Context: an optimization exercise on an open-source flow, tuned for small area and few clock cycles per item. The choices shown serve that exercise and are no tape-out recipe. Only simulation tests tie the RTL to the original design; equivalence was not proved. Power figures rest on the tool's default switching activity, not on a simulated workload.

`design/flow/flow/stubs.v`:
```
(* blackbox *) module sky130_fd_sc_hd__dfxtp_1 (CLK, D, Q); input CLK, D; output Q; endmodule
(* blackbox *) module sky130_fd_sc_hd__edfxtp_1 (CLK, D, DE, Q); input CLK, D, DE; output Q; endmodule
(* blackbox *) module sky130_fd_sc_hd__dfrtp_1 (CLK, D, RESET_B, Q); input CLK, D, RESET_B; output Q; endmodule
(* blackbox *) module sky130_fd_sc_hd__fa_1 (A, B, CIN, COUT, SUM); input A, B, CIN; output COUT, SUM; endmodule
(* blackbox *) module sky130_fd_sc_hd__ha_1 (A, B, COUT, SUM); input A, B; output COUT, SUM; endmodule
(* blackbox *) module sky130_fd_sc_hd__conb_1 (HI, LO); output HI, LO; endmodule
```
`design/flow/flow/reabc.abc`:
```
&get -n
&st
&dch -f
&nf -a -R 1000
&put
topo
```
`design/flow/flow/invopt.py`:
```
#!/usr/bin/env python3
"""Inverter clean-up of a Yosys gate netlist (sky130hd cells).

Full adders are self-dual (inverting all three inputs inverts both outputs),
and an XOR gate with one input inverted is the XNOR of the plain input. So the
polarity of every full adder and XOR/XNOR gate may be chosen freely. This script
removes the netlist's inverters, picks those polarities to need as few
inverters as possible, and puts back one inverter per net whose complement is
still needed. Registers, ports and all other cells are left as they are.

usage: invopt.py in.v out.v [name_prefix]
"""
import re, sys, random

src = open(sys.argv[1]).read()
m_mod = re.search(r'module\s+(\S+)\s*\((.*?)\);', src, re.S)
body_start = m_mod.end()
endmod = src.rindex('endmodule')
head = src[:body_start]
body = src[body_start:endmod]

inst_re = re.compile(r'\n(\s*)(sky130_fd_sc_hd__\w+)\s+(\S+)\s*\((.*?)\);', re.S)
pin_re = re.compile(r'\.(\w+)\(\s*(.*?)\s*\)\s*(?:,|$)', re.S)

insts = []          # [type, name, [(pin, net)]]
spans = []
for m in inst_re.finditer(body):
    pins = [(p, n.strip()) for p, n in pin_re.findall(m.group(4))]
    insts.append([m.group(2), m.group(3), pins])
    spans.append((m.start(), m.end()))
rest = body
for s, e in reversed(spans):
    rest = rest[:s] + rest[e:]
assert 'assign' not in rest, 'assign statements are not handled'

decl_out = set()
for m in re.finditer(r'\boutput\s+(\[(\d+):(\d+)\]\s*)?(\S+?)\s*;', head + rest):
    if m.group(1):
        for i in range(int(m.group(3)), int(m.group(2)) + 1):
            decl_out.add('%s[%d]' % (m.group(4), i))
    else:
        decl_out.add(m.group(4))

OUTPINS = {'X', 'Y', 'Q', 'Q_N', 'SUM', 'COUT'}
def is_inv(t): return re.match(r'sky130_fd_sc_hd__(inv|clkinv)_\d+$', t) is not None
def is_fa(t): return re.match(r'sky130_fd_sc_hd__fa_\d+$', t) is not None
def xor_kind(t):
    m = re.match(r'sky130_fd_sc_hd__(xor|xnor)(2|3)_(\d+)$', t)
    return m.groups() if m else None
def is_const(n): return re.match(r"^\d+'[bhd]", n) is not None

driver = {}
loads = {}
for idx, (t, name, pins) in enumerate(insts):
    for p, n in pins:
        if is_const(n):
            continue
        if p in OUTPINS:
            driver[n] = (idx, p)
        else:
            loads.setdefault(n, []).append((idx, p))

# inverters that may be removed: not driving a port, input not a constant
removable = set()
for idx, (t, name, pins) in enumerate(insts):
    if is_inv(t):
        d = dict(pins)
        if d['Y'] not in decl_out and not is_const(d['A']):
            removable.add(idx)

def root(n):
    """(base net, parity) following removable inverters back from net n."""
    par = 0
    seen = 0
    while n in driver and driver[n][0] in removable:
        n = dict(insts[driver[n][0]][2])['A']
        par ^= 1
        seen += 1
        assert seen < 1000
    return n, par

# polarity variables: fa and xor cells
var_of = {}
for idx, (t, name, pins) in enumerate(insts):
    if idx in removable:
        continue
    if is_fa(t) or xor_kind(t):
        var_of[idx] = len(var_of)
nv = len(var_of)

# requirements: for each base net, list of (load idx, parity, kind)
# kind: 'fix' (plain cell / port / flop), 'fa' (input of fa with its var), 'xor' (absorbs)
req = {}
for idx, (t, name, pins) in enumerate(insts):
    if idx in removable:
        continue
    for p, n in pins:
        if p in OUTPINS or is_const(n):
            continue
        b, par = root(n)
        kind = 'fa' if is_fa(t) else ('xor' if xor_kind(t) else 'fix')
        req.setdefault(b, []).append((idx, p, par, kind))
# removable inverter outputs that reach no cell: drop. Ports read by removed
# inverters are impossible (inverters driving ports were kept).

def drv_var(b):
    if b in driver and driver[b][0] in var_of:
        return var_of[driver[b][0]]
    return None

bases = list(req.keys())
def cost_of(b, P):
    dv = drv_var(b)
    pb = P[dv] if dv is not None else 0
    need = False
    for idx, p, par, kind in req[b]:
        if kind == 'xor':
            continue
        r = par ^ (P[var_of[idx]] if kind == 'fa' else 0)
        if r != pb:
            return 1
    return 0

# nets touched by each variable
touch = [set() for _ in range(nv)]
for b in bases:
    dv = drv_var(b)
    if dv is not None:
        touch[dv].add(b)
    for idx, p, par, kind in req[b]:
        if kind == 'fa':
            touch[var_of[idx]].add(b)

def total(P):
    return sum(cost_of(b, P) for b in bases)

best = None
rng = random.Random(1)
for trial in range(20):
    P = [0] * nv if trial == 0 else [rng.randint(0, 1) for _ in range(nv)]
    improved = True
    while improved:
        improved = False
        for v in range(nv):
            before = sum(cost_of(b, P) for b in touch[v])
            P[v] ^= 1
            after = sum(cost_of(b, P) for b in touch[v])
            if after < before:
                improved = True
            else:
                P[v] ^= 1
    tc = total(P)
    if best is None or tc < best[0]:
        best = (tc, P[:])
tc, P = best
n_inv_before = sum(1 for i in range(len(insts)) if is_inv(insts[i][0]))
print('inverters: %d before, %d removable, %d after' % (n_inv_before, len(removable), n_inv_before - len(removable) + tc), file=sys.stderr)

# rebuild
newpins = {}   # idx -> dict pin -> net
for idx in range(len(insts)):
    newpins[idx] = dict(insts[idx][2])
newinst = []
neg_net = {}
cnt = 0
PFX = sys.argv[3] if len(sys.argv) > 3 else 'invopt'
def neg(b):
    global cnt
    if b not in neg_net:
        nn = '_%s_n%d_' % (PFX, cnt)
        neg_net[b] = nn
        newinst.append(('sky130_fd_sc_hd__inv_1', '_%s_i%d_' % (PFX, cnt), [('A', b), ('Y', nn)]))
        cnt += 1
    return neg_net[b]

xor_flip = {}   # idx -> parity to add to the gate's inversion
for b in bases:
    dv = drv_var(b)
    pb = P[dv] if dv is not None else 0
    for idx, p, par, kind in req[b]:
        if kind == 'xor':
            newpins[idx][p] = b
            # the gate now sees v(b)^pb where it wanted v(b)^par
            xor_flip[idx] = xor_flip.get(idx, 0) ^ par ^ pb
            continue
        r = par ^ (P[var_of[idx]] if kind == 'fa' else 0)
        newpins[idx][p] = b if r == pb else neg(b)

out = []
for idx, (t, name, pins) in enumerate(insts):
    if idx in removable:
        continue
    if idx in var_of:
        k = xor_kind(t)
        if k:
            # output must carry v(out) ^ P: flip the gate if needed
            f = xor_flip.get(idx, 0) ^ P[var_of[idx]]
            if f:
                kind, nin, drive = k
                t = 'sky130_fd_sc_hd__%s%s_%s' % ('xnor' if kind == 'xor' else 'xor', nin, drive)
                opin = 'X' if kind == 'xnor' else 'Y'   # new output pin name
                ipin = 'Y' if kind == 'xnor' else 'X'
                d = newpins[idx]
                d[opin] = d.pop('Y' if kind == 'xnor' else 'X')
    out.append((t, name, list(newpins[idx].items())))
out += newinst

# nets: declare new ones
decl = ''.join('  wire %s;\n' % nn for nn in neg_net.values())
lines = []
for t, name, pins in out:
    if name.startswith('\\'):
        name = name + ' '
    lines.append('  %s %s (\n%s\n  );\n' % (t, name, ',\n'.join('    .%s(%s%s)' % (p, n, ' ' if n.startswith('\\') else '') for p, n in pins)))
open(sys.argv[2], 'w').write(head + rest.rstrip() + '\n' + decl + ''.join(lines) + 'endmodule\n')
```
`design/flow/flow/seqmodels.v`:
```
module sky130_fd_sc_hd__dfxtp_1 (CLK, D, Q); input CLK, D; output reg Q; always @(posedge CLK) Q <= D; endmodule
module sky130_fd_sc_hd__edfxtp_1 (CLK, D, DE, Q); input CLK, D, DE; output reg Q; always @(posedge CLK) if (DE) Q <= D; endmodule
module sky130_fd_sc_hd__dfrtp_1 (CLK, D, RESET_B, Q); input CLK, D, RESET_B; output reg Q; always @(posedge CLK or negedge RESET_B) if (!RESET_B) Q <= 1'b0; else Q <= D; endmodule
module sky130_fd_sc_hd__fa_1 (A, B, CIN, COUT, SUM); input A, B, CIN; output COUT, SUM; assign {COUT, SUM} = A + B + CIN; endmodule
module sky130_fd_sc_hd__ha_1 (A, B, COUT, SUM); input A, B; output COUT, SUM; assign {COUT, SUM} = A + B; endmodule
module sky130_fd_sc_hd__conb_1 (HI, LO); output HI, LO; assign HI = 1'b1; assign LO = 1'b0; endmodule
```
`design/flow/flow/run.sh`:
```
#!/bin/bash
# Own layout flow: the standard flow (standard synthesis, then ORFS
# floorplan to finish) with these changes:
# - after the standard synthesis, the combinational gates between its
#   registers and adder cells are mapped again for area: each full adder's
#   and XOR gate's polarity is chosen to need the fewest inverters
#   (invopt.py), ABC maps the rest for area (reabc.abc), and polarities are
#   chosen again; registers, adder cells and the names of registers are
#   kept, and a Yosys equivalence proof against the standard netlist must
#   pass, else the standard netlist is used;
# - before floorplan, every combinational cell goes to the smallest drive
#   strength of its family (downsize.tcl); timing repair sizes up what the
#   period needs;
# - the port buffers that global placement inserts use the smallest buffer
#   cell instead of a delay buffer;
# - clock tree synthesis uses one buffer type in larger sink clusters,
#   without dummy loads.
# Each tool's output goes to a log file of its own in this folder.
set -euo pipefail
F="$PWD/flow"
R="$PWD/orfs/results/$FLOW_PLATFORM/expression_tokenizer_unit/base"
LIB="$FLOW_HOME/platforms/$FLOW_PLATFORM/lib/sky130_fd_sc_hd__tt_025C_1v80.lib"
YOSYS="$(command -v yosys || echo "$FLOW_HOME/../tools/install/yosys/bin/yosys")"

bash standard.sh synth > synth.log 2>&1

# Map the combinational logic again, keeping registers and adder cells:
# choose each full adder's and XOR gate's polarity to need the fewest
# inverters, map the rest with ABC for area, and choose polarities again.
models() {  # Verilog models of the combinational cells the given netlists use
  local cells
  cells=$(grep -ohE 'sky130_fd_sc_hd__\w+' "$@" | sort -u \
          | grep -vE '__(dfxtp_1|edfxtp_1|dfrtp_1|fa_1|ha_1|conb_1)$' | tr '\n' ' ')
  python3 "$F/libmodels.py" "$LIB" $cells
}
reopt() {
  cp "$R/1_2_yosys.v" std_netlist.v || return 1
  python3 "$F/invopt.py" std_netlist.v pol1_netlist.v pol1 > invopt1.log 2>&1 || return 1
  models pol1_netlist.v > comb_models.v || return 1
  local du="-dont_use *lpflow* -dont_use *probe* -dont_use *clkdly* -dont_use *dlygate*"
  du="$du -dont_use *dlymetal* -dont_use *clkbuf* -dont_use *clkinv*"
  "$YOSYS" -p "read_verilog -lib $F/stubs.v; read_verilog comb_models.v; read_verilog pol1_netlist.v;
    hierarchy -top $FLOW_TOP; flatten; delete t:\$scopeinfo; techmap; opt -fast;
    abc -liberty $LIB $du -script $F/reabc.abc; opt_clean -purge;
    write_verilog -noattr -nohex -nodec reabc_netlist.v" > reabc.log 2>&1 || return 1
  python3 "$F/invopt.py" reabc_netlist.v final_netlist.v pol2 > invopt2.log 2>&1 || return 1
  # Proof: the standard and the final netlist, with only ports and register
  # outputs named alike, are equivalent.
  models std_netlist.v final_netlist.v > all_models.v || return 1
  cat "$F/seqmodels.v" >> all_models.v || return 1
  python3 "$F/renamenets.py" std_netlist.v eq_gold.v _o || return 1
  python3 "$F/renamenets.py" final_netlist.v eq_gate.v _g || return 1
  "$YOSYS" -p "read_verilog all_models.v; read_verilog eq_gold.v; rename $FLOW_TOP gold;
    read_verilog eq_gate.v; rename $FLOW_TOP gate; proc; flatten; async2sync; opt_clean;
    equiv_make gold gate equiv; hierarchy -top equiv; equiv_simple -seq 2; equiv_induct;
    equiv_status -assert" > equiv.log 2>&1 || return 1
  grep -q 'Equivalence successfully proven' equiv.log || return 1
  # same registers, same names and cell types
  diff <(grep -oE 'sky130_fd_sc_hd__(dfxtp|edfxtp|dfrtp)_1 +\S+' std_netlist.v | sort) \
       <(grep -oE 'sky130_fd_sc_hd__(dfxtp|edfxtp|dfrtp)_1 +\S+' final_netlist.v | sort) > regs.diff || return 1
}
if reopt; then
  echo "reopt: using the remapped netlist" > reopt.status
  cp final_netlist.v "$R/1_2_yosys.v"
  rm -f "$R/1_synth.odb" "$R/1_synth.sdc"
else
  echo "reopt: failed, using the standard netlist" > reopt.status
fi

export PRE_FLOORPLAN_TCL="$F/downsize.tcl"
export BUFFER_PORTS_ARGS="-buffer_cell sky130_fd_sc_hd__buf_1"
export CTS_ARGS="-sink_clustering_enable -repair_clock_nets -buf_list sky130_fd_sc_hd__clkbuf_8 -sink_clustering_size 16 -dont_use_dummy_load"
bash standard.sh > standard.log 2>&1
```
`design/flow/design.v`:
```
package etok_pkg;
    localparam int CH_W     = 8;
    localparam int KIND_W   = 3;
    localparam int VALUE_W  = 32;
    localparam int SYMBOL_W = 8;
    localparam int MAX_FRAC_DIGITS_DEF = 9;
    localparam int INT_BITS_DEF        = 16;
    localparam logic [KIND_W-1:0] KIND_NUM   = 3'd0;
    localparam logic [KIND_W-1:0] KIND_OPER  = 3'd1;
    localparam logic [KIND_W-1:0] KIND_OPEN  = 3'd2;
    localparam logic [KIND_W-1:0] KIND_CLOSE = 3'd3;
    localparam logic [KIND_W-1:0] KIND_INVAL = 3'd4;
    localparam logic [KIND_W-1:0] KIND_END   = 3'd5;
    localparam int GUARD_W   = 25;
    localparam int ACC_W     = 18 + GUARD_W;
    localparam int FRAC_BIAS = -3;
endpackage
import etok_pkg::*;
module expression_tokenizer_unit #(
    parameter int MAX_FRAC_DIGITS = etok_pkg::MAX_FRAC_DIGITS_DEF,
    parameter int INT_BITS        = etok_pkg::INT_BITS_DEF
) (
    input  logic                      clk,
    input  logic                      rst_n,
    input  logic                      s_axis_tvalid,
    output logic                      s_axis_tready,
    input  logic [etok_pkg::CH_W-1:0] s_axis_tdata,    
    input  logic                      s_axis_tlast,    
    output logic                      m_axis_tvalid,
    input  logic                      m_axis_tready,
    output logic [39:0]               m_axis_tdata,    
    output logic [etok_pkg::KIND_W-1:0] m_axis_tuser,  
    output logic                      m_axis_tlast     
);
    logic             act_reg;       
    logic             frac_reg;      
    logic [3:0]       fcnt_reg;      
    logic [15:0]      ipart_reg;     
    logic             sat_reg;       
    logic [ACC_W-1:0] acc_reg;       
    logic [3:1]       cut_c_reg;     
    logic             hold_v_reg;
    logic             hold_end_reg;
    logic [7:0]       hold_ch_reg;
    logic [7:0] ch;
    logic [3:0] digit;
    logic       is_end, is_skip, is_digit, is_point, emit_tok, accept;
    assign ch       = s_axis_tdata;
    assign digit    = ch[3:0];
    assign is_end   = s_axis_tlast || (ch == 8'h00);
    assign is_skip  = (ch[7:5] == 3'b000) || (ch == 8'h20) || (ch == 8'h7F);
    assign is_digit = (ch[7:4] == 4'h3) && !(ch[3] && (ch[2] || ch[1]));
    assign is_point = (ch == 8'h2E) && act_reg && !frac_reg;
    assign emit_tok = is_end || !(is_skip || is_digit || is_point);
    assign s_axis_tready = !emit_tok || (m_axis_tready && !(hold_v_reg && act_reg));
    assign accept        = s_axis_tvalid && s_axis_tready;
    logic [ACC_W-1:0] weight, weight3, part_lo, part_hi;
    always_comb
    begin
        weight  = '0;
        weight3 = '0;
        if (fcnt_reg == 4'd0) begin weight = weight | 43'h6666666667; weight3 = weight3 | 43'h13333333335; end
        if (fcnt_reg == 4'd1) begin weight = weight | 43'ha3d70a3d7; weight3 = weight3 | 43'h1eb851eb85; end
        if (fcnt_reg == 4'd2) begin weight = weight | 43'h10624dd30; weight3 = weight3 | 43'h3126e9790; end
        if (fcnt_reg == 4'd3) begin weight = weight | 43'h1a36e2eb; weight3 = weight3 | 43'h4ea4a8c1; end
        if (fcnt_reg == 4'd4) begin weight = weight | 43'h29f16b1; weight3 = weight3 | 43'h7dd4413; end
        if (fcnt_reg == 4'd5) begin weight = weight | 43'h431bde; weight3 = weight3 | 43'hc9539a; end
        if (fcnt_reg == 4'd6) begin weight = weight | 43'h6b5fc; weight3 = weight3 | 43'h1421f4; end
        if (fcnt_reg == 4'd7) begin weight = weight | 43'habcd; weight3 = weight3 | 43'h20367; end
        if (fcnt_reg == 4'd8) begin weight = weight | 43'h112e; weight3 = weight3 | 43'h338a; end
    end
    logic [3:0] fdigit;
    assign fdigit = (s_axis_tvalid && !s_axis_tlast && is_digit && frac_reg
                     && !(fcnt_reg[3] && fcnt_reg[0])) ? digit : 4'd0;
    always_comb
    begin
        case (fdigit[1:0])
            2'd0:    part_lo = '0;
            2'd1:    part_lo = weight;
            2'd2:    part_lo = weight << 1;
            default: part_lo = weight3;
        endcase
        case (fdigit[3:2])
            2'd0:    part_hi = '0;
            2'd1:    part_hi = weight << 2;
            default: part_hi = weight << 3;
        endcase
    end
    localparam int CUT_1 = 11;
    localparam int CUT_2 = 22;
    localparam int CUT_3 = 33;
    logic [ACC_W-1:0] csa_s, csa_c, acc_sum;
    logic [3:1]       cut_c_next;
    always_comb
    begin
        logic c;
        csa_s = acc_reg ^ part_lo ^ part_hi;
        csa_c = ((acc_reg & part_lo) | (acc_reg & part_hi) | (part_lo & part_hi)) << 1;
        c = 1'b0;
        cut_c_next = '0;
        for (int i = 0; i < ACC_W; i++)
        begin
            if (i == CUT_1)
            begin
                cut_c_next[1] = c;
                c = cut_c_reg[1];
            end
            if (i == CUT_2)
            begin
                cut_c_next[2] = c;
                c = cut_c_reg[2];
            end
            if (i == CUT_3)
            begin
                cut_c_next[3] = c;
                c = cut_c_reg[3];
            end
            acc_sum[i] = csa_s[i] ^ csa_c[i] ^ c;
            c = (csa_s[i] & csa_c[i]) | (c & (csa_s[i] ^ csa_c[i]));
        end
    end
    logic [15:0] ipart_x5a, ipart_x5;
    logic [15:0] ipart_x10;
    logic        ipart_x5a_c, ipart_ovf;
    always_comb
    begin
        logic        c;
        logic [15:0] b;
        b = {ipart_reg[13:0], 2'b00};
        c = 1'b0;
        for (int i = 0; i < 16; i++)
        begin
            ipart_x5a[i] = ipart_reg[i] ^ b[i] ^ c;
            c = (ipart_reg[i] & b[i]) | (c & (ipart_reg[i] ^ b[i]));
        end
        ipart_x5a_c = c;
    end
    always_comb
    begin
        logic [2:0] d;
        logic       c, ones;
        d = digit[3:1];
        c = 1'b0;
        for (int i = 0; i < 3; i++)
        begin
            ipart_x5[i] = ipart_x5a[i] ^ d[i] ^ c;
            c = (ipart_x5a[i] & d[i]) | (c & (ipart_x5a[i] ^ d[i]));
        end
        ones = 1'b1;
        for (int i = 3; i < 16; i++)
        begin
            ipart_x5[i] = ipart_x5a[i] ^ (c && ones);
            ones = ones && ipart_x5a[i];
        end
        ipart_x10 = {ipart_x5[14:0], digit[0]};
        ipart_ovf = (c && ones) || ipart_x5a_c || ipart_x5[15]
                 || ipart_reg[15] || ipart_reg[14];
    end
    logic [3:0] fcnt_inc;
    assign fcnt_inc = {fcnt_reg[3] ^ (fcnt_reg[2] & fcnt_reg[1] & fcnt_reg[0]),
                       fcnt_reg[2] ^ (fcnt_reg[1] & fcnt_reg[0]),
                       fcnt_reg[1] ^ fcnt_reg[0],
                       !fcnt_reg[0]};
    always_ff @(posedge clk or negedge rst_n)
    begin
        if (!rst_n)
        begin
            act_reg  <= 1'b0;
            frac_reg <= 1'b0;
        end
        else if (accept)
        begin
            if (emit_tok)
            begin
                act_reg  <= 1'b0;
                frac_reg <= 1'b0;
            end
            else if (is_digit)
            begin
                act_reg <= 1'b1;
            end
            else if (is_point)
            begin
                frac_reg <= 1'b1;
            end
        end
    end
    always_ff @(posedge clk)
    begin
        acc_reg   <= frac_reg ? acc_sum : ACC_W'((1 << GUARD_W) + FRAC_BIAS);
        cut_c_reg <= frac_reg ? cut_c_next : 3'b000;
        if (!frac_reg)
        begin
            fcnt_reg <= 4'd0;
        end
        else if (accept && is_digit && !(fcnt_reg[3] && fcnt_reg[0]))
        begin
            fcnt_reg <= fcnt_inc;
        end
        if (accept && is_digit && !frac_reg)
        begin
            if (!act_reg)
            begin
                ipart_reg <= 16'(digit);
                sat_reg   <= 1'b0;
            end
            else
            begin
                ipart_reg <= ipart_x10;
                sat_reg   <= sat_reg || ipart_ovf;
            end
        end
    end
    logic [ACC_W-1:0] xv;        
    logic [15:0]      int_sum;
    logic             int_carry;
    logic [31:0]      num_value;
    always_comb
    begin
        logic k, ones, kin;
        k = 1'b0;
        ones = 1'b1;
        xv = '0;
        for (int i = CUT_1; i < ACC_W; i++)
        begin
            kin = k && ones;
            if (i == CUT_1 || i == CUT_2 || i == CUT_3)
            begin
                logic cc;
                cc = (i == CUT_1) ? cut_c_reg[1] : (i == CUT_2) ? cut_c_reg[2] : cut_c_reg[3];
                xv[i] = acc_reg[i] ^ kin ^ cc;
                k = (acc_reg[i] && kin) || (acc_reg[i] && cc) || (kin && cc);
                ones = 1'b1;
            end
            else
            begin
                xv[i] = acc_reg[i] ^ kin;
                ones = ones && acc_reg[i];
            end
        end
        ones = 1'b1;
        for (int i = 0; i < 16; i++)
        begin
            int_sum[i] = ipart_reg[i] ^ (xv[ACC_W-1] && ones);
            ones = ones && ipart_reg[i];
        end
        int_carry = xv[ACC_W-1] && ones;
    end
    assign num_value = (sat_reg || int_carry) ? 32'hFFFF_FFFF
                     : {int_sum, xv[ACC_W-2:GUARD_W+1]};
    logic hold_load;
    assign hold_load = accept && emit_tok && (hold_v_reg || act_reg);
    always_ff @(posedge clk or negedge rst_n)
    begin
        if (!rst_n)
        begin
            hold_v_reg <= 1'b0;
        end
        else
        begin
            hold_v_reg <= hold_load || (hold_v_reg && !m_axis_tready);
        end
    end
    always_ff @(posedge clk)
    begin
        if (hold_load)
        begin
            hold_ch_reg  <= ch;
            hold_end_reg <= is_end;
        end
    end
    logic       out_num, tok_end;
    logic [7:0] tok_ch;
    assign out_num = !hold_v_reg && act_reg;
    assign tok_ch  = hold_v_reg ? hold_ch_reg  : ch;
    assign tok_end = hold_v_reg ? hold_end_reg : is_end;
    assign m_axis_tvalid = hold_v_reg || (s_axis_tvalid && emit_tok);
    always_comb
    begin
        m_axis_tuser = KIND_INVAL;
        m_axis_tdata = {tok_ch, 32'd0};
        m_axis_tlast = 1'b1;
        if (out_num)
        begin
            m_axis_tuser = KIND_NUM;
            m_axis_tdata = {8'd0, num_value};
            m_axis_tlast = 1'b0;
        end
        else if (tok_end)
        begin
            m_axis_tuser = KIND_END;
            m_axis_tdata = '0;
        end
        else
        begin
            case (tok_ch)
                8'h2B, 8'h2A, 8'h7E, 8'h2F, 8'h5E, 8'h52, 8'h4C:
                begin
                    m_axis_tuser = KIND_OPER;
                end
                8'h28:
                begin
                    m_axis_tuser = KIND_OPEN;
                    m_axis_tdata = '0;
                end
                8'h29:
                begin
                    m_axis_tuser = KIND_CLOSE;
                    m_axis_tdata = '0;
                end
                default:
                begin
                    m_axis_tuser = KIND_INVAL;
                end
            endcase
        end
    end
endmodule
```
`design/flow/standard.sh`:
```
#!/bin/bash
# synth_recipe.tcl (not shown) runs the flow's synth.tcl, then flattens the netlist and writes it again
# the make line also repeats each setting of config.mk as NAME=value (left out here)
make -C /OpenROAD-flow-scripts/flow DESIGN_CONFIG=/design/flow/config.mk WORK_HOME=/design/flow/orfs CLKGATE_MAP_FILE= SYNTH_SCRIPT=/design/flow/synth_recipe.tcl "${@:-finish}"
```
`design/flow/flow/libmodels.py`:
```
#!/usr/bin/env python3
"""Verilog models of the combinational cells of a liberty file (function
attributes), for the cell types named on the command line.
usage: libmodels.py lib.lib cell1 cell2 ... > models.v"""
import re, sys
lib = open(sys.argv[1]).read()
want = set(sys.argv[2:])
out = []
for m in re.finditer(r'\n\s*cell \("([^"]+)"\) \{', lib):
    name = m.group(1)
    if name not in want:
        continue
    # cell body: find matching brace
    i = m.end(); depth = 1
    while depth:
        c = lib[i]
        if c == '{': depth += 1
        elif c == '}': depth -= 1
        i += 1
    body = lib[m.end():i]
    pins = []
    for pm in re.finditer(r'\n\s*pin \("([^"]+)"\) \{', body):
        j = pm.end(); d = 1
        while d:
            c = body[j]
            if c == '{': d += 1
            elif c == '}': d -= 1
            j += 1
        pb = body[pm.end():j]
        direction = re.search(r'direction : "?(\w+)"?', pb).group(1)
        fn = re.search(r'\n\s*function : "([^"]+)"', pb)
        pins.append((pm.group(1), direction, fn.group(1) if fn else None))
    ins = [p for p, d, f in pins if d == 'input']
    outs = [(p, f) for p, d, f in pins if d == 'output']
    assert all(f for p, f in outs), name
    def conv(f):
        f = f.replace('!', '~').replace('+', '|').replace('*', '&')
        # juxtaposition AND: "A B" -> "A & B"
        f = re.sub(r'(\w|\))\s+(?=[\w(~])', r'\1 & ', f)
        f = f.replace('^', '^')
        return f
    out.append('module %s (%s);\n' % (name, ', '.join(ins + [p for p, f in outs])))
    for p in ins: out.append('  input %s;\n' % p)
    for p, f in outs: out.append('  output %s;\n  assign %s = %s;\n' % (p, p, conv(f)))
    out.append('endmodule\n')
print(''.join(out))
```
`design/flow/flow/downsize.tcl`:
```
# Set every combinational cell of the synthesized netlist to the smallest
# drive strength of its own cell family (same function and pins); timing
# repair later in the flow sizes up what the clock period needs. Registers,
# tie cells and anything on DONT_USE_CELLS are left alone.
set db [ord::get_db]
set block [ord::get_db_block]
set dont_use {}
if { [info exists ::env(DONT_USE_CELLS)] } {
  set dont_use $::env(DONT_USE_CELLS)
}
proc is_dont_use { name patterns } {
  foreach p $patterns {
    if { [string match $p $name] } { return 1 }
  }
  return 0
}
array set best_area {}
array set best_master {}
foreach lib [$db getLibs] {
  foreach m [$lib getMasters] {
    set n [$m getName]
    if { ![regexp {^(.*)_([0-9]+)$} $n -> base drive] } { continue }
    if { [is_dont_use $n $dont_use] } { continue }
    set a [expr { [$m getWidth] * [$m getHeight] }]
    if { ![info exists best_area($base)] || $a < $best_area($base) } {
      set best_area($base) $a
      set best_master($base) $m
    }
  }
}
set swapped 0
foreach inst [$block getInsts] {
  set m [$inst getMaster]
  set n [$m getName]
  if { [regexp {__(df|dl|sdf|edf|conb|tap|fill|decap)} $n] } { continue }
  if { ![regexp {^(.*)_([0-9]+)$} $n -> base drive] } { continue }
  if { ![info exists best_master($base)] } { continue }
  set a [expr { [$m getWidth] * [$m getHeight] }]
  if { $best_area($base) < $a } {
    $inst swapMaster $best_master($base)
    incr swapped
  }
}
puts "downsize: $swapped cells set to their smallest drive strength"
```
`design/flow/config.mk`:
```
export PLATFORM = sky130hd
export DESIGN_NAME = expression_tokenizer_unit
export DESIGN_NICKNAME = expression_tokenizer_unit
export VERILOG_FILES = /design/flow/design.v
export SDC_FILE = /design/flow/constraint.sdc
export NUM_CORES = 4
export LEC_CHECK = 0
export ABC_AREA = 1
export CAP_MARGIN = 20
export CORE_MARGIN = 2
export CORE_UTILIZATION = 65
export GPL_TIMING_DRIVEN = 0
export SETUP_SLACK_MARGIN = 0.4
export SLEW_MARGIN = 20
```
`design/flow/flow/renamenets.py`:
```
#!/usr/bin/env python3
"""Rename every internal net of a gate netlist except the nets that flip-flop
outputs drive (appends _g), so that an equivalence check pairs only ports and
registers. usage: renamenets.py in.v out.v"""
import re, sys
SUF = sys.argv[3] if len(sys.argv) > 3 else '_g'
s = open(sys.argv[1]).read()
keep = set()
for m in re.finditer(r'sky130_fd_sc_hd__(?:dfxtp|edfxtp|dfrtp)_\d+\s+\S+\s*\((.*?)\);', s, re.S):
    q = re.search(r'\.Q\(\s*(.*?)\s*\)', m.group(1)).group(1)
    keep.add(q.split('[')[0].lstrip('\\'))
ports = set(re.findall(r'\b(?:input|output)\s+(?:\[\d+:\d+\]\s*)?(\S+?)\s*;', s))
def ren(m):
    name = m.group(0)
    base = name.split('[')[0].lstrip('\\').rstrip()
    if base in ports or base in keep:
        return name
    if name.startswith('\\'):
        return name.rstrip() + SUF + ' '
    return name + SUF
# rename identifiers inside pin connections and wire declarations
def fix_pin(m):
    inner = m.group(2)
    if re.match(r"^\d+'", inner.strip()):
        return m.group(0)
    n = inner.strip()
    base = n.split('[')[0].lstrip('\\')
    if base in ports or base in keep:
        return m.group(0)
    if n.startswith('\\'):
        return '.%s(%s%s )' % (m.group(1), n, SUF)
    if '[' in n:
        b, idx = n.split('[', 1)
        return '.%s(%s%s[%s)' % (m.group(1), b, SUF, idx)
    return '.%s(%s%s)' % (m.group(1), n, SUF)
s = re.sub(r'\.(\w+)\(\s*(.*?)\s*\)(?=\s*[,\n)])', fix_pin, s)
def fix_wire(m):
    n = m.group(2)
    base = n.lstrip('\\')
    if base in ports or base in keep:
        return m.group(0)
    if n.startswith('\\'):
        return '%s%s%s ;' % (m.group(1), n, SUF)
    return '%s%s%s;' % (m.group(1), n, SUF)
s = re.sub(r'(\bwire\s+(?:\[\d+:\d+\]\s*)?)(\S+?)\s*;', fix_wire, s)
def fix_inst(m):
    t, n = m.group(1), m.group(2)
    if re.search(r'__(dfxtp|edfxtp|dfrtp)_', t):
        return m.group(0)
    if n.startswith('\\'):
        return '%s %s%s (' % (t, n, SUF)
    return '%s %s%s (' % (t, n, SUF)
s = re.sub(r'(sky130_fd_sc_hd__\w+)\s+(\S+)\s*\(', fix_inst, s)
open(sys.argv[2], 'w').write(s)
```
`design/flow/constraint.sdc`:
```
create_clock -name core_clock -period 10.0 [get_ports {clk}]
set_input_delay 2.0000 -clock core_clock [delete_from_list [all_inputs] [get_ports {clk}]]
set_output_delay 2.0000 -clock core_clock [all_outputs]
set_load 0.01 [all_outputs]
```
==> metrics.csv, run 1 <==
stage;metric;value;unit
timing;tns;0;ns
routing;wire_per_inst;19.5;um
layout;num_antenna_cells;0;
synth;syn_area;6720;sq um
die;core_area;10200;sq um
layout;final_util;0.727;
critical_path;start_kind;primary input;
layout;syn_to_final_growth;10.1;%
critical_path;crit-reg2reg-capture;acc_reg[32]$_SDFF_PN0_;
timing;fmax;0.108;GHz
placement;hpwl;13500;um
grt;antenna_found_initial;0;
worst_hold_path;hold_path_depth;1;
placement;io_buffers;58;
routing;post_drt_via_cell_ratio;6.47;
power;pwr-share-comb;0.074;
timing;finalCritPeriodShare;0.925;
power;max-vdd-ir-drop;55.6;uV
die;die_height;106;um
placement;place_area;7170;sq um
timing;finalClockSkew;0.0150;ns
synth;synth.net_count;825;
layout;drive_above_1_share;0.0436;
layout;seqCellArea;1860;sq um
layout;fillers;758;
power;clockPowerShare;0.336;
die;initial_utilization;0.660;
routing;routed_wl;17900;um
worst_hold_path;min-delay-start;acc_reg[42]$_SDFF_PN0_;
critical_path;crit_fanout;18;
power;leakage;0.00297;uW
clock_network;tritoncts;yes;
clock_network;cts_made_buffers;9;
synth;synthCells;704;
layout;multi_input_comb_area;4870;sq um
routing;dr.pass1.iters;8;
critical_path;cp.arrival;9.50;ns
placement;place_ws;-1.13;ns
grt;overflow;0;
power;switchingPower;140;uW
clock_network;path_clk_slew;0.07;ns
timing;rsz0062_at_grt;false;
timing;slew_headroom;0.297;
timing;min_period;9.25;ns
power;powerDensity;76.5;nW/um^2
critical_path;rrSetupSlack;1.62;ns
placement;gp_congestion;0.987;
die;die_w;106;um
critical_path;required;10.25;ns
layout;final_nets;903;
power;p_total;566;uW
power;sw_frac_of_total;0.247;
critical_path;worstRegToRegCells;21;
layout;design_area;7400;sq um
job;cap_violations;0;
timing;setup_slack;0.747;ns
timing;slew_viol_final;0;
grt;grt_pass1_wl;29800;um
die;ios;59;
routing;vias;5927;
clock_network;clock-sinks;79;
grt;grtUsageTotal;0.341;
power;seqPwrFrac;0.590;
power;internal_power;426;uW
layout;largest_reg_flops;43;
die;rows;37;
clock_network;clk_path_buf_depth;2;
synth;synth_warnings;1;
synth;syn-mean-instance-area;9.55;sq um
clock_network;cts_htree_levels;3;
clock_network;insertion_delay;0.37;ns
clock_network;cts-root-buf;clkbuf_8;
outcome;status;timing/DRC/antenna clean;
timing;hold_viol;0;
critical_path;r2r_start;fcnt_reg[0]$_SDFFE_PN0P_;
routing;postRouteAntennaNets;0;
routing;drc;0;
timing;setup_viol;0;
worst_hold_path;min_to;acc_reg[42]$_SDFF_PN0_;
die;dieArea;11200;sq um
worst_hold_path;hp-class;reg2reg;
routing;drt-initial-drc-count;665;
critical_path;worstSetupEndpointType;register;
grt;grt_max_degree;34;
timing;tightest_slew;1.05;ns
critical_path;setup.worst_path.class;in2reg;
grt;grt_pass1_vias;6051;
## cell type report
class | instances | area share
clock buffer | 9 | 0.0167
inverter | 17 | 0.00862
multi-input combinational | 608 | 0.658
sequential | 79 | 0.251
tap | 136 | 0.0230
timing repair buffer | 67 | 0.0423
## through the flow
step,hold slack [ns],instances
CTS,0.488,915
floorplan,0.442,704
global route,0.510,916
finish,0.480,916
detailed placement,0.473,900
global placement,0.457,898
## metal layers
metal | vias up | GRT usage | wire length (um)
met1 | 2866 | 0.444 | 7190
met5 | - | 0 | 0
li1 | 2691 | - | -
met4 | 0 | 0.137 | 569
met3 | 57 | 0.0680 | 1470
met2 | 313 | 0.565 | 8670
## critical path, cell delays in order
cell,delay (ns)
buf_4,0.20
o21ai_0,0.18
nand4_1,0.20
a2111oi_4,0.23
buf_4,0.20
and2_2,0.33
nand2b_4,0.18
o21ai_0,0.27
fa_1,0.48
fa_1,0.41
fa_1,0.46
fa_1,0.46
fa_1,0.47
fa_1,0.47
fa_1,0.46
fa_1,0.46
fa_1,0.47
fa_1,0.46
fa_1,0.47
fa_1,0.48
nand2b_1,0.15
## power by group through the flow
| stage | sequential, uW | combinational, uW | clock (uW) |
|---|---|---|---|
| after floorplan | 341 | 23.2 | 0 |
| after global placement | 341 | 37.9 | 0 |
| after detailed placement | 341 | 40.2 | 0 |
| after CTS | 334 | 40.8 | 189 |
| after global routing | 334 | 46.2 | 199 |
| final | 334 | 42.1 | 190 |
## cells in the final DEF, fill, tap and decap left out, types with 10 or more instances in the layout
master     n
a21oi_1   49
and2_0    35
and3_1    13
buf_1     54
dfxtp_1   50
edfxtp_1  26
fa_1      95
ha_1      13
inv_1     17
nand2_1   74
nand2b_1  24
nand3_1   10
nand4_1   14
nor2_1    73
nor3_1    18
o21ai_0   57
o22ai_1   28
o31ai_1   16
## what timing repair did
| item | CTS | global route |
|---|---|---|
| setup buffers | 6 | 1 |
| pin swaps | 3 | 2 |
| hold buffers | 0 | 0 |
| gates resized for setup | 15 | 12 |
| setup endpoints to repair | 11 | 4 |
## how the worst max path moves through the flow
stage,start,end,cells after the start
after floorplan,s_axis_tdata[1],acc_reg[32]$_SDFF_PN0_,21
after global placement,s_axis_tdata[1],acc_reg[21]$_SDFF_PN1_,21
after detailed placement,s_axis_tdata[1],acc_reg[32]$_SDFF_PN0_,21
after CTS,s_axis_tdata[2],acc_reg[32]$_SDFF_PN0_,23
after global routing,s_axis_tdata[3],acc_reg[32]$_SDFF_PN0_,22
final,s_axis_tdata[1],acc_reg[21]$_SDFF_PN1_,21
Testbench counts, summed over its fixed seeds: cycles 31,132, tokens 10,951.
==> run 2: changes to the inputs <==
--- a/design/flow/config.mk
+++ b/design/flow/config.mk
@@ -10,5 +10,4 @@
 export CORE_MARGIN = 2
 export CORE_UTILIZATION = 65
 export GPL_TIMING_DRIVEN = 0
-export SETUP_SLACK_MARGIN = 0.4
 export SLEW_MARGIN = 20
==> run 2 against run 1 <==
Compared with the run above: still clean; clock skew up 0.0049 ns; non-clock buffer count down 4; largest power group unchanged; first-iteration DRC count up 19%; synthesized area unchanged; via count up 1.6%; critical path depth up 1; power up 0.52%; final area down 0.83%; clock power about the same.
==> metrics.csv, run 2 <==
stage;metric;value;unit
grt;overflow;0;
job;cap_violations;0;
routing;drc;0;
placement;gp_congestion;0.983;
timing;setup_slack;0.278;ns
power;powerDensity;77.5;nW/um^2
layout;final_cell_mix;fa_1 (95), nand2_1 (74), nor2_1 (73);
synth;synth_warnings;1;
clock_network;clock-sinks;79;
timing;tns;0;ns
worst_hold_path;hp-class;reg2reg;
routing;wire_per_inst;20.3;um
die;rows;37;
critical_path;cp_top_family;adder cells;
power;leakage;0.00293;uW
die;ios;59;
critical_path;cp_cell_sequence;buf_1, o21ai_0, nand4_1, a2111oi_4, buf_4, buf_4, and2_0, a31oi_1, a21oi_1, fa_1, fa_1, fa_1, fa_1, fa_1, fa_1, fa_1, fa_1, fa_1, fa_1, fa_1, fa_1, and2_0;
clock_network;path_clk_slew;0.08;ns
grt;grt_pass1_wl;30700;um
critical_path;cpMaxStageDelayCell;fa_1;
synth;synthCells;704;
placement;place_inst;899;
layout;syn_to_final_growth;9.16;%
grt;grt_pass1_vias;6158;
placement;place_ws;-1.46;ns
timing;tightest_slew;1.17;ns
routing;routed_wl;18500;um
clock_network;insertion_delay;0.38;ns
timing;finalClockSkew;0.0198;ns
layout;stdcell_count;912;
routing;dr.pass1.iters;6;
timing;finalCritPeriodShare;0.972;
critical_path;worstSetupEndpointType;register;
layout;final_common_cell;fa_1;
clock_network;cts-root-buf;clkbuf_8;
grt;grt_max_degree;55;
layout;largest_reg_flops;43;
routing;vias;6021;
timing;slew_headroom;0.210;
grt;antenna_found_initial;0;
critical_path;start_kind;primary input;
clock_network;tritoncts;yes;
die;initial_utilization;0.660;
clock_network;clk_path_buf_depth;2;
power;max-vdd-ir-drop;94.9;uV
placement;io_buffers;58;
clock_network;postCtsHoldBufs;0;
critical_path;cpPeakStageDelay;0.52;ns
synth;syn-mean-instance-area;9.55;sq um
critical_path;setup.worst_path.class;in2reg;
routing;postRouteAntennaNets;0;
timing;min_period;9.72;ns
layout;drive_above_1_share;0.0361;
synth;syn_area;6720;sq um
clock_network;cts_htree_levels;3;
synth;synth.net_count;825;
grt;grtUsageTotal;0.353;
routing;post_drt_via_cell_ratio;6.60;
critical_path;required;10.26;ns
timing;slew_viol_final;0;
die;dieArea;11200;sq um
critical_path;cp.arrival;9.98;ns
layout;final_nets;899;
critical_path;cp_num_buf_inv;3;
die;die_w;106;um
layout;final_util;0.721;
routing;drt-initial-drc-count;792;
clock_network;cts_made_buffers;9;
placement;hpwl;13600;um
critical_path;path_common_cell;fa_1;
critical_path;crit_fanout;11;
timing;fmax;0.103;GHz
die;die_height;106;um
timing;setup_viol;0;
outcome;status;timing/DRC/antenna clean;
layout;num_antenna_cells;0;
timing;hold_viol;0;
die;core_area;10200;sq um
## run 2: timing repair
action | 4_1_cts | 5_1_grt
setup buffers | 1 | 3
pin swaps | 1 | 3
gates cloned | 0 | 0
endpoints found under the setup margin | 11 | 4
gates resized for setup | 14 | 7
## run 2: final timing paths
check	from	endpoint	slack [ns]	cells past startpoint
min reg2reg	fcnt_reg[2]$_SDFFE_PN0P_	fcnt_reg[2]$_SDFFE_PN0P_	0.50	1
max in group asynchronous	rst_n	frac_reg$_DFFE_PN0P_	8.39	1
max	s_axis_tdata[3]	acc_reg[32]$_SDFF_PN0_	0.28	22
max reg2reg	fcnt_reg[0]$_SDFFE_PN0P_	acc_reg[32]$_SDFF_PN0_	1.49	21
min in group asynchronous	rst_n	hold_v_reg$_DFF_PN0_	1.42	1
min	fcnt_reg[2]$_SDFFE_PN0P_	fcnt_reg[2]$_SDFFE_PN0P_	0.50	1
## run 2: layout make-up
cell class / instances / area, sq um
Timing Repair Buffer: 63 / 258
Sequential cell: 79 / 1860
Inverter: 17 / 63.8
Clock buffer: 9 / 124
Multi-Input combinational cell: 608 / 4860
Tap cell: 136 / 170
Fill cell: 800 / 2850
## run 2: metal layers
| metal | GRT usage | part of all wire |
|---|---|---|
| met1 | 0.465 | 0.41 |
| met2 | 0.577 | 0.48 |
| met3 | 0.0686 | 0.072 |
| met4 | 0.146 | 0.033 |
| met5 | 0 | 0 |
## run 2: report_power, final
| group | internal [uW] | total (uW) | leakage (uW) | switching [uW] |
|---|---|---|---|---|
| clock | 80.6 | 193 | 0.0000647 | 113 |
| combinational | 13.3 | 41.5 | 0.00219 | 28.2 |
| sequential | 332 | 334 | 0.000677 | 2.28 |
| total | 426 | 569 | 0.00293 | 143 |
## run 2: stage by stage
stage                     total power, uW  area (sq um)  hold WS (ns)
after floorplan                       364          6720         0.442
after global placement                379          7110         0.456
after detailed placement              381          7130         0.486
after CTS                             568          7300         0.498
after global routing                  583          7340         0.517
final                                 569          7340         0.499
==> run 3: changes to the inputs <==
--- a/design/flow/config.mk
+++ b/design/flow/config.mk
@@ -8,6 +8,6 @@
 export ABC_AREA = 1
 export CAP_MARGIN = 20
 export CORE_MARGIN = 2
-export CORE_UTILIZATION = 65
+export CORE_UTILIZATION = 55
 export GPL_TIMING_DRIVEN = 0
 export SLEW_MARGIN = 20
==> run 3 against run 2 <==
Compared with the run above: still clean; sequential share of layout area decreased by 0.095 points; final area is 0.38% higher; combinational power about the same; highest routed layer unchanged.
==> metrics.csv, run 3 <==
stage;metric;value;unit
layout;drive_above_1_share;0.0361;
critical_path;required;10.27;ns
layout;largest_reg_flops;43;
critical_path;cp-startpoint;s_axis_tdata[1];
clock_network;cts_made_buffers;9;
synth;syn_area;6720;sq um
critical_path;r2r_start;fcnt_reg[0]$_SDFFE_PN0P_;
power;max-vdd-ir-drop;49.9;uV
synth;synthCells;704;
timing;slew_viol_final;0;
outcome;status;timing/DRC/antenna clean;
routing;routed_wl;17800;um
die;die_w;115;um
power;p_total;563;uW
power;leakage;0.00295;uW
layout;final_nets;899;
placement;io_buffers;58;
clock_network;clk_path_buf_depth;2;
layout;final_common_cell;fa_1;
timing;finalCritPeriodShare;0.966;
timing;setup_slack;0.341;ns
routing;post_drt_via_cell_ratio;6.38;
grt;overflow;0;
routing;postRouteAntennaNets;0;
timing;setup_viol;0;
synth;synth.net_count;825;
grt;grt_pass1_wl;29100;um
timing;tightest_slew;1.04;ns
grt;antenna_found_initial;0;
clock_network;cts_htree_levels;3;
critical_path;rrSetupSlack;1.61;ns
timing;hold_viol;0;
timing;finalClockSkew;0.0254;ns
job;cap_violations;0;
worst_hold_path;hp-class;reg2reg;
grt;grtUsageTotal;0.290;
layout;final_cell_mix;fa_1 (95), nand2_1 (74), nor2_1 (73);
critical_path;setup.worst_path.class;in2reg;
synth;syn-mean-instance-area;9.55;sq um
timing;holdWs;0.483;ns
die;core_area;12000;sq um
clock_network;clock-sinks;79;
routing;dr.pass1.iters;7;
grt;grt_max_degree;34;
critical_path;start_kind;primary input;
clock_network;cts-root-buf;clkbuf_8;
die;ios;59;
power;powerDensity;76.4;nW/um^2
worst_hold_path;min-delay-start;acc_reg[42]$_SDFF_PN0_;
placement;place_ws;-1.05;ns
die;initial_utilization;0.562;
timing;slew_headroom;0.307;
layout;num_antenna_cells;0;
placement;place_area;7180;sq um
critical_path;worstSetupEndpointType;register;
routing;wire_per_inst;19.3;um
timing;rsz0062_at_grt;false;
placement;hpwl;13600;um
clock_network;insertion_delay;0.37;ns
timing;min_period;9.66;ns
routing;drt-initial-drc-count;673;
placement;gp_congestion;0.988;
timing;fmax;0.104;GHz
synth;synth_warnings;1;
clock_network;tritoncts;yes;
critical_path;crit_fanout;19;
grt;grt_pass1_vias;5561;
routing;drc;0;
die;rows;40;
clock_network;path_clk_slew;0.08;ns
clock_network;postCtsHoldBufs;0;
layout;syn_to_final_growth;9.57;%
critical_path;cp.arrival;9.93;ns
die;die_height;115;um
layout;design_area;7370;sq um
die;dieArea;13100;sq um
routing;vias;5885;
run 3: area by class of cell:
type,instances,area [sq um]
Inverter,17,63.8
Multi-Input combinational cell,609,4870
Sequential cell,79,1860
Tap cell,147,184
Timing Repair Buffer,62,270
Clock buffer,9,124
Fill cell,1050,4600
run 3: critical path: stages:
cell and delay (ns):
buf_2 0.29, o21ai_0 0.25, nand4_1 0.26, a2111oi_2 0.35, buf_4 0.26, and2_4 0.26, nand2b_2 0.24, o21ai_0 0.34
fa_1 0.48, fa_1 0.41, fa_1 0.46, fa_1 0.46, fa_1 0.46, fa_1 0.46, fa_1 0.46, fa_1 0.46
fa_1 0.46, fa_1 0.46, fa_1 0.46, fa_1 0.47, and2_0 0.16
run 3: where the power goes:
group / switching [uW] / total, uW / internal (uW)
clock: 107 / 187 / 80.3
combinational: 28.2 / 41.4 / 13.2
sequential: 2.34 / 334 / 332
run 3: metrics by stage:
stage               utilization  instances  TNS, ns
floorplan                     -        704        0
global placement          0.596        909   -18.46
detailed placement        0.600        912    -5.78
CTS                       0.613        922        0
global route              0.616        923        0
finish                    0.616        923        0
run 3: worst paths after layout:
kind | to | cells past startpoint
min in group asynchronous | act_reg$_DFFE_PN0P_ | 1
min reg2reg | acc_reg[42]$_SDFF_PN0_ | 1
min | acc_reg[42]$_SDFF_PN0_ | 1
max in group asynchronous | frac_reg$_DFFE_PN0P_ | 1
max reg2reg | acc_reg[32]$_SDFF_PN0_ | 21
max | acc_reg[32]$_SDFF_PN0_ | 21
run 3: timing repair:
action,in CTS,in global routing
pin swaps,1,1
setup buffers,1,0
setup endpoints to repair,6,4
cloned,0,1
gates resized for setup,15,10
run 3: routing by layer:
metal / global-route usage / share of wire
met5: 0 / 0
met4: 0.109 / 0.023
met1: 0.400 / 0.43
met2: 0.460 / 0.48
met3: 0.0519 / 0.076
==> run 4: changes to the inputs <==
--- a/design/flow/flow/run.sh
+++ b/design/flow/flow/run.sh
@@ -4,10 +4,11 @@
 # - after the standard synthesis, the combinational gates between its
 #   registers and adder cells are mapped again for area: each full adder's
 #   and XOR gate's polarity is chosen to need the fewest inverters
-#   (invopt.py), ABC maps the rest for area (reabc.abc), and polarities are
-#   chosen again; registers, adder cells and the names of registers are
-#   kept, and a Yosys equivalence proof against the standard netlist must
-#   pass, else the standard netlist is used;
+#   (invopt.py), then four times ABC maps the rest (half adders included)
+#   for area (reabc.abc) and polarities are chosen again, and the smallest
+#   of the four netlists is kept; registers, full adders and the names of
+#   registers are kept, and a Yosys equivalence proof against the standard
+#   netlist must pass, else the standard netlist is used;
 # - before floorplan, every combinational cell goes to the smallest drive
 #   strength of its family (downsize.tcl); timing repair sizes up what the
 #   period needs;
@@ -24,26 +25,53 @@
 
 bash standard.sh synth > synth.log 2>&1
 
-# Map the combinational logic again, keeping registers and adder cells:
-# choose each full adder's and XOR gate's polarity to need the fewest
-# inverters, map the rest with ABC for area, and choose polarities again.
+# Map the combinational logic again, keeping registers and full adders.
+DU="-dont_use *lpflow* -dont_use *probe* -dont_use *clkdly* -dont_use *dlygate*"
+DU="$DU -dont_use *dlymetal* -dont_use *clkbuf* -dont_use *clkinv*"
 models() {  # Verilog models of the combinational cells the given netlists use
   local cells
   cells=$(grep -ohE 'sky130_fd_sc_hd__\w+' "$@" | sort -u \
           | grep -vE '__(dfxtp_1|edfxtp_1|dfrtp_1|fa_1|ha_1|conb_1)$' | tr '\n' ' ')
   python3 "$F/libmodels.py" "$LIB" $cells
 }
+reabc_once() {  # $1 in, $2 out: ABC maps the combinational logic for area
+  models "$1" > comb_models.v || return 1
+  grep 'ha_1' "$F/seqmodels.v" >> comb_models.v || return 1
+  "$YOSYS" -p "read_verilog -lib $F/stubs.v; read_verilog comb_models.v; read_verilog $1;
+    hierarchy -top $FLOW_TOP; flatten; delete t:\$scopeinfo; techmap; opt -fast;
+    abc -liberty $LIB $DU -script $F/reabc.abc; opt_clean -purge;
+    write_verilog -noattr -nohex -nodec $2" > "reabc_$2.log" 2>&1
+}
+netarea() {  # cell area of a netlist, from the cells' LEF sizes
+  python3 - "$1" "$FLOW_HOME/platforms/$FLOW_PLATFORM/lef/sky130_fd_sc_hd_merged.lef" <<'PY'
+import re, sys
+s = open(sys.argv[1]).read()
+lef = open(sys.argv[2]).read()
+area = {}
+for m in re.finditer(r'MACRO (\S+)\s*\n(.*?)\nEND \1', lef, re.S):
+    sz = re.search(r'SIZE\s+([\d.]+)\s+BY\s+([\d.]+)', m.group(2))
+    if sz:
+        area[m.group(1)] = float(sz.group(1)) * float(sz.group(2))
+print('%.3f' % sum(area[t] for t in re.findall(r'^\s*(sky130_fd_sc_hd__\w+)\s+\S+\s*\(', s, re.M)))
+PY
+}
 reopt() {
   cp "$R/1_2_yosys.v" std_netlist.v || return 1
-  python3 "$F/invopt.py" std_netlist.v pol1_netlist.v pol1 > invopt1.log 2>&1 || return 1
-  models pol1_netlist.v > comb_models.v || return 1
-  local du="-dont_use *lpflow* -dont_use *probe* -dont_use *clkdly* -dont_use *dlygate*"
-  du="$du -dont_use *dlymetal* -dont_use *clkbuf* -dont_use *clkinv*"
-  "$YOSYS" -p "read_verilog -lib $F/stubs.v; read_verilog comb_models.v; read_verilog pol1_netlist.v;
-    hierarchy -top $FLOW_TOP; flatten; delete t:\$scopeinfo; techmap; opt -fast;
-    abc -liberty $LIB $du -script $F/reabc.abc; opt_clean -purge;
-    write_verilog -noattr -nohex -nodec reabc_netlist.v" > reabc.log 2>&1 || return 1
-  python3 "$F/invopt.py" reabc_netlist.v final_netlist.v pol2 > invopt2.log 2>&1 || return 1
+  python3 "$F/invopt.py" std_netlist.v pol0_netlist.v pol0 > invopt0.log 2>&1 || return 1
+  local cur=pol0_netlist.v best="" best_area="" a
+  # half adders go back to logic for ABC; full adders and registers stay
+  for it in 1 2 3 4; do
+    reabc_once "$cur" "reabc${it}_netlist.v" || return 1
+    python3 "$F/invopt.py" "reabc${it}_netlist.v" "pol${it}_netlist.v" "pol${it}" > "invopt${it}.log" 2>&1 || return 1
+    cur="pol${it}_netlist.v"
+    a=$(netarea "$cur") || return 1
+    echo "iteration $it: $a" >> reopt_areas.log
+    if [[ -z "$best" ]] || python3 -c "import sys; sys.exit(0 if $a < $best_area else 1)"; then
+      best="$cur"; best_area="$a"
+    fi
+  done
+  cp "$best" final_netlist.v || return 1
+  echo "chosen: $best $best_area" >> reopt_areas.log
   # Proof: the standard and the final netlist, with only ports and register
   # outputs named alike, are equivalent.
   models std_netlist.v final_netlist.v > all_models.v || return 1
@@ -69,5 +97,5 @@
 
 export PRE_FLOORPLAN_TCL="$F/downsize.tcl"
 export BUFFER_PORTS_ARGS="-buffer_cell sky130_fd_sc_hd__buf_1"
-export CTS_ARGS="-sink_clustering_enable -repair_clock_nets -buf_list sky130_fd_sc_hd__clkbuf_8 -sink_clustering_size 16 -dont_use_dummy_load"
+export CTS_ARGS="-sink_clustering_enable -repair_clock_nets -buf_list {sky130_fd_sc_hd__clkbuf_4 sky130_fd_sc_hd__clkbuf_8} -sink_clustering_size 16 -dont_use_dummy_load"
 bash standard.sh > standard.log 2>&1
==> design/flow/flow/stubs.v (replaced) <==
(* blackbox *) module sky130_fd_sc_hd__dfxtp_1 (CLK, D, Q); input CLK, D; output Q; endmodule
(* blackbox *) module sky130_fd_sc_hd__edfxtp_1 (CLK, D, DE, Q); input CLK, D, DE; output Q; endmodule
(* blackbox *) module sky130_fd_sc_hd__dfrtp_1 (CLK, D, RESET_B, Q); input CLK, D, RESET_B; output Q; endmodule
(* blackbox *) module sky130_fd_sc_hd__fa_1 (A, B, CIN, COUT, SUM); input A, B, CIN; output COUT, SUM; endmodule
(* blackbox *) module sky130_fd_sc_hd__conb_1 (HI, LO); output HI, LO; endmodule
--- a/design/flow/config.mk
+++ b/design/flow/config.mk
@@ -8,6 +8,6 @@
 export ABC_AREA = 1
 export CAP_MARGIN = 20
 export CORE_MARGIN = 2
-export CORE_UTILIZATION = 55
+export CORE_UTILIZATION = 65
 export GPL_TIMING_DRIVEN = 0
 export SLEW_MARGIN = 20
==> run 4 against run 3 <==
Compared with the run above: still clean on timing, DRC and antenna; clock skew down 0.0010 ns; combinational power up 6.8%; clock-buffer cell count unchanged; synthesized area down 1.6%; utilization up 12 points; critical endpoint unchanged; largest power group unchanged.
==> metrics.csv, run 4 <==
stage;metric;value;unit
timing;slew_viol_final;0;
routing;wire_per_inst;20.0;um
layout;drive_above_1_share;0.0325;
clock_network;clk_path_buf_depth;2;
power;p_total;571;uW
layout;seqCellArea;1860;sq um
grt;overflow;0;
layout;final_nets;879;
routing;routed_wl;18000;um
layout;fillers;751;
timing;hold_viol;0;
routing;post_drt_via_cell_ratio;6.64;
timing;tightest_slew;1.15;ns
power;leakage;0.00283;uW
timing;fmax;0.103;GHz
timing;finalCritPeriodShare;0.966;
die;die_height;105;um
grt;grt_pass1_vias;6037;
placement;place_inst;893;
synth;syn_area;6610;sq um
synth;syn-mean-instance-area;9.43;sq um
die;die_w;105;um
layout;final_common_cell;fa_1;
die;ios;59;
grt;grt_pass1_wl;30200;um
critical_path;cp_cell_sequence;buf_2, o21ai_1, nand3_1, nor3_2, and4_4, nand2_2, nor2_4, o21ai_0, o221ai_1, fa_1, fa_1, fa_1, fa_1, fa_1, fa_1, fa_1, fa_1, fa_1, fa_1, fa_1, fa_1, and2_0;
timing;min_period;9.66;ns
critical_path;cpMaxStageDelayCell;fa_1;
clock_network;cts_htree_levels;3;
routing;wl_met1;7330;um
critical_path;setup.worst_path.class;in2reg;
layout;num_antenna_cells;0;
die;rows;36;
layout;final_util;0.732;
timing;rsz0062_at_grt;false;
critical_path;cp_num_buf_inv;1;
die;core_area;9820;sq um
clock_network;cts_setup_buffers;0;
grt;grtUsageTotal;0.349;
placement;hpwl;13500;um
clock_network;cts-root-buf;clkbuf_8;
grt;grt_max_degree;56;
routing;vias;5993;
critical_path;cpPeakStageDelay;0.52;ns
layout;syn_to_final_growth;8.68;%
timing;setup_viol;0;
routing;dr_wl_met2;8560;um
placement;io_buffers;58;
critical_path;cp_top_family;adder cells;
critical_path;cp.arrival;9.93;ns
synth;synthCells;701;
clock_network;path_clk_slew;0.09;ns
clock_network;insertion_delay;0.38;ns
timing;holdWs;0.550;ns
power;powerDensity;79.5;nW/um^2
placement;gp_congestion;0.966;
layout;largest_reg_flops;43;
critical_path;worstSetupEndpointType;register;
layout;design_area;7190;sq um
synth;synth.net_count;809;
routing;dr.max_layer_used;met4;
clock_network;clock-sinks;79;
critical_path;required;10.27;ns
grt;antenna_found_initial;0;
timing;slew_headroom;0.232;
worst_hold_path;hp-class;reg2reg;
outcome;status;timing/DRC/antenna clean;
routing;postRouteAntennaNets;0;
timing;finalClockSkew;0.0244;ns
die;dieArea;11000;sq um
placement;place_area;7020;sq um
routing;drc;0;
clock_network;cts_made_buffers;9;
clock_network;tritoncts;yes;
power;max-vdd-ir-drop;63.1;uV
routing;drt-initial-drc-count;788;
job;cap_violations;0;
die;initial_utilization;0.673;
critical_path;start_kind;primary input;
layout;final_cell_mix;fa_1 (95), nor2_1 (84), a21oi_1 (75);
critical_path;path_common_cell;fa_1;
critical_path;crit_fanout;21;
routing;dr.pass1.iters;6;
routing;met3_length;1400;um
layout;stdcell_count;902;
layout;multi_input_comb_area;4760;sq um
synth;synth_warnings;1;
[run 4: routing by layer]
| layer | up-vias | GRT usage |
|---|---|---|
| met2 | 355 | 0.567 |
| met4 | 0 | 0.172 |
| met3 | 83 | 0.0543 |
| met1 | 2858 | 0.459 |
| li1 | 2697 | - |
| met5 | - | 0 |
[run 4: worst reg2reg max path, stage by stage, from the launching register on]
cell      delay [ns]
dfxtp_1         0.48
or2_0           0.45
nor2_1          0.92
nor2_1          0.24
nor2_1          0.29
o21ai_0         0.19
o221ai_1        0.13
fa_1            0.49
fa_1            0.42
fa_1            0.46
fa_1            0.47
fa_1            0.52
fa_1            0.49
fa_1            0.46
fa_1            0.47
fa_1            0.46
fa_1            0.47
fa_1            0.46
fa_1            0.48
and2_0          0.16
[run 4: timing repair]
action | 4_1_cts | 5_1_grt
setup endpoints to repair | 6 | 4
resized for setup | 12 | 11
hold buffers | 0 | 0
[run 4: through the flow]
step	setup WS, ns	TNS (ns)
global route	0.0204	0
global placement	-1.06	-4.74
floorplan	0.501	0
finish	0.337	0
CTS	0.0474	0
detailed placement	-1.19	-5.48
[run 4: final cells by class]
class | count | area share
Timing Repair Buffer | 59 | 0.0329
Multi-Input combinational cell | 612 | 0.663
Inverter | 10 | 0.00522
Clock buffer | 9 | 0.0172
Sequential cell | 79 | 0.259
Tap cell | 133 | 0.0232
[run 4: final timing paths]
kind / cells past startpoint / end / slack [ns] / startpoint
worst max-delay path: 22 / acc_reg[32]$_SDFF_PN0_ / 0.34 / s_axis_tdata[1]
worst min-delay path: 2 / acc_reg[0]$_SDFF_PN1_ / 0.55 / acc_reg[0]$_SDFF_PN1_
worst max register to register: 19 / acc_reg[32]$_SDFF_PN0_ / 1.37 / fcnt_reg[3]$_SDFFE_PN0P_
worst min register to register: 2 / acc_reg[0]$_SDFF_PN1_ / 0.55 / acc_reg[0]$_SDFF_PN1_
max in group asynchronous: 1 / frac_reg$_DFFE_PN0P_ / 8.41 / rst_n
min in group asynchronous: 1 / act_reg$_DFFE_PN0P_ / 1.42 / rst_n
[run 4: power by group]
part	switching (uW)	internal, uW
registers	2.28	332
logic	30.1	14.0
clock network	112	80.6
==> run 5: changes to the inputs <==
--- a/design/flow/flow/run.sh
+++ b/design/flow/flow/run.sh
@@ -97,5 +97,5 @@
 
 export PRE_FLOORPLAN_TCL="$F/downsize.tcl"
 export BUFFER_PORTS_ARGS="-buffer_cell sky130_fd_sc_hd__buf_1"
-export CTS_ARGS="-sink_clustering_enable -repair_clock_nets -buf_list {sky130_fd_sc_hd__clkbuf_4 sky130_fd_sc_hd__clkbuf_8} -sink_clustering_size 16 -dont_use_dummy_load"
+export CTS_ARGS="-sink_clustering_enable -repair_clock_nets -buf_list sky130_fd_sc_hd__clkbuf_8 -sink_clustering_size 16 -dont_use_dummy_load"
 bash standard.sh > standard.log 2>&1
==> run 5 against run 4 <==
Compared with the run above: clock power hardly changed; combinational power barely moved; synthesized cell count is the same; largest power group unchanged; critical path type unchanged; sequential power about the same.
==> metrics.csv, run 5 <==
stage;metric;value;unit
placement;hpwl;13500;um
timing;finalClockSkew;0.0244;ns
clock_network;clock-sinks;79;
grt;overflow;0;
routing;drc;0;
die;initial_utilization;0.673;
timing;setup_viol;0;
clock_network;tritoncts;yes;
grt;grtUsageTotal;0.349;
grt;grt_pass1_vias;6037;
worst_hold_path;hold_path_depth;2;
timing;slew_headroom;0.232;
routing;dr.pass1.iters;6;
layout;syn_to_final_growth;8.68;%
critical_path;cp-startpoint;s_axis_tdata[1];
layout;final_nets;879;
timing;hold_viol;0;
critical_path;worstSetupEndpointType;register;
critical_path;cp.arrival;9.93;ns
clock_network;cts-root-buf;clkbuf_8;
synth;syn-mean-instance-area;9.43;sq um
synth;syn_area;6610;sq um
power;seqPwrFrac;0.585;
critical_path;required;10.27;ns
die;dieArea;11000;sq um
critical_path;crit_fanout;21;
worst_hold_path;min-delay-start;acc_reg[0]$_SDFF_PN1_;
layout;num_antenna_cells;0;
die;rows;36;
grt;grtUsageMet2;0.567;
power;clockPowerShare;0.338;
power;internal_power;426;uW
routing;routed_wl;18000;um
placement;gp_congestion;0.966;
die;die_w;105;um
routing;vias;5993;
clock_network;clk_path_buf_depth;2;
die;core_area;9820;sq um
die;die_height;105;um
layout;largest_reg_flops;43;
grt;grt_max_degree;56;
timing;fmax;0.103;GHz
clock_network;insertion_delay;0.38;ns
grt;antenna_found_initial;0;
routing;post_drt_via_cell_ratio;6.64;
layout;design_area;7190;sq um
layout;final_cell_mix;fa_1 (95), nor2_1 (84), a21oi_1 (75);
critical_path;start_kind;primary input;
clock_network;path_clk_slew;0.09;ns
layout;drive_above_1_share;0.0325;
power;pwr-share-comb;0.077;
synth;synth.net_count;809;
clock_network;cts_made_buffers;9;
grt;top_usage_layer;met2;
outcome;status;timing/DRC/antenna clean;
power;max-vdd-ir-drop;63.1;uV
timing;tightest_slew;1.15;ns
routing;drt-initial-drc-count;788;
synth;synth_warnings;1;
grt;met3_usage;0.0543;
timing;finalCritPeriodShare;0.966;
routing;postRouteAntennaNets;0;
timing;rsz0062_at_grt;false;
synth;synthCells;701;
timing;min_period;9.66;ns
critical_path;worstRegToRegCells;19;
power;leakage;0.00283;uW
power;sw_frac_of_total;0.254;
routing;wire_per_inst;20.0;um
layout;final_util;0.732;
critical_path;r2r_start;fcnt_reg[3]$_SDFFE_PN0P_;
grt;grt_pass1_wl;30200;um
die;ios;59;
critical_path;setup.worst_path.class;in2reg;
job;cap_violations;0;
clock_network;cts_htree_levels;3;
placement;place_area;7020;sq um
power;switchingPower;145;uW
power;powerDensity;79.5;nW/um^2
placement;io_buffers;58;
grt;grtUsageMet1;0.459;
layout;final_common_cell;fa_1;
timing;slew_viol_final;0;
worst_hold_path;hp-class;reg2reg;
clock_network;cts_setup_buffers;0;
-- run 5: cell counts in the layout (fill, tap and decap cells not counted) --
Identical to the previous run, type by type.
-- run 5: what timing repair did --
item                       CTS  global route
hold endpoints to repair     0             0
gates resized for setup     12            11
hold buffers                 0             0
setup endpoints to repair    6             4
pin swaps                    0             0
-- run 5: final cells by class --
| type | instances | area (sq um) |
|---|---|---|
| Multi-Input combinational cell | 612 | 4760 |
| Fill cell | 751 | 2630 |
| Sequential cell | 79 | 1860 |
| Timing Repair Buffer | 59 | 236 |
| Tap cell | 133 | 166 |
| Clock buffer | 9 | 124 |
| Inverter | 10 | 37.5 |
-- run 5: per-layer routing --
metal	wire length, um	share of wire	up-vias
met3	1400	0.078	83
li1	-	-	2697
met5	0	0	-
met2	8560	0.47	355
met1	7330	0.41	2858
met4	722	0.040	0
-- run 5: metrics by stage --
stage | cells | TNS [ns] | worst slack (ns) | hold WS, ns | power, uW
CTS | 902 | 0 | 0.0474 | 0.550 | 568
finish | 902 | 0 | 0.337 | 0.550 | 571
global route | 902 | 0 | 0.0204 | 0.608 | 585
detailed placement | 893 | -5.48 | -1.19 | 0.527 | 384
global placement | 892 | -4.74 | -1.06 | 0.512 | 381
floorplan | 701 | 0 | 0.501 | 0.496 | 366
-- run 5: worst paths after layout --
path,end,slack (ns)
setup reg to reg,acc_reg[32]$_SDFF_PN0_,1.37
min in group asynchronous,act_reg$_DFFE_PN0P_,1.42
max in group asynchronous,frac_reg$_DFFE_PN0P_,8.41
hold / removal,acc_reg[0]$_SDFF_PN1_,0.55
hold reg to reg,acc_reg[0]$_SDFF_PN1_,0.55
setup / recovery,acc_reg[32]$_SDFF_PN0_,0.34
-- run 5: power by group through the flow --
stage	logic [uW]	clock network, uW	registers, uW
finish	44.2	193	334
global placement	40.1	0	341
global route	48.7	202	334
floorplan	25.0	0	341
detailed placement	42.2	0	341
CTS	42.6	191	334
-- run 5: worst max-delay path, stage by stage --
cell and delay [ns]:
buf_2 0.26, o21ai_1 0.19, nand3_1 0.12, nor3_2 0.20, and4_4 0.34, nand2_2 0.31
nor2_4 0.37, o21ai_0 0.19, o221ai_1 0.13, fa_1 0.49, fa_1 0.42, fa_1 0.46
fa_1 0.47, fa_1 0.52, fa_1 0.49, fa_1 0.46, fa_1 0.47, fa_1 0.46
fa_1 0.47, fa_1 0.46, fa_1 0.48, and2_0 0.16

## port drivers added, routing unchanged
The results above use ideal ports. As a check the final layouts listed here were re-extracted and re-timed, cells and wires unchanged. Step 1: set_driving_cell puts a clkbuf_16 on clk and a buf_2 on each other input, an assumption about the parent block. Step 2, shift: input delay + t, output delay - t, t = (earliest + latest rising clock arrival at the registers) / 2. This alone moves slack from input paths to output paths. a / b / c = no drivers / after step 1 / after step 2; a / b = the first two.
run | t (ns) | setup slack, ns
run 1 | 0.396 | 0.747 / 0.762 / 0.367
run 2 | 0.404 | 0.278 / 0.286 / -0.118
run 3 | 0.399 | 0.341 / 0.356 / -0.044
run 4 | 0.402 | 0.337 / 0.354 / -0.048
run 5 | 0.402 | 0.337 / 0.354 / -0.048
With both steps, setup timing fails in run 2, run 3, run 4 and run 5, where it was met with ideal ports.
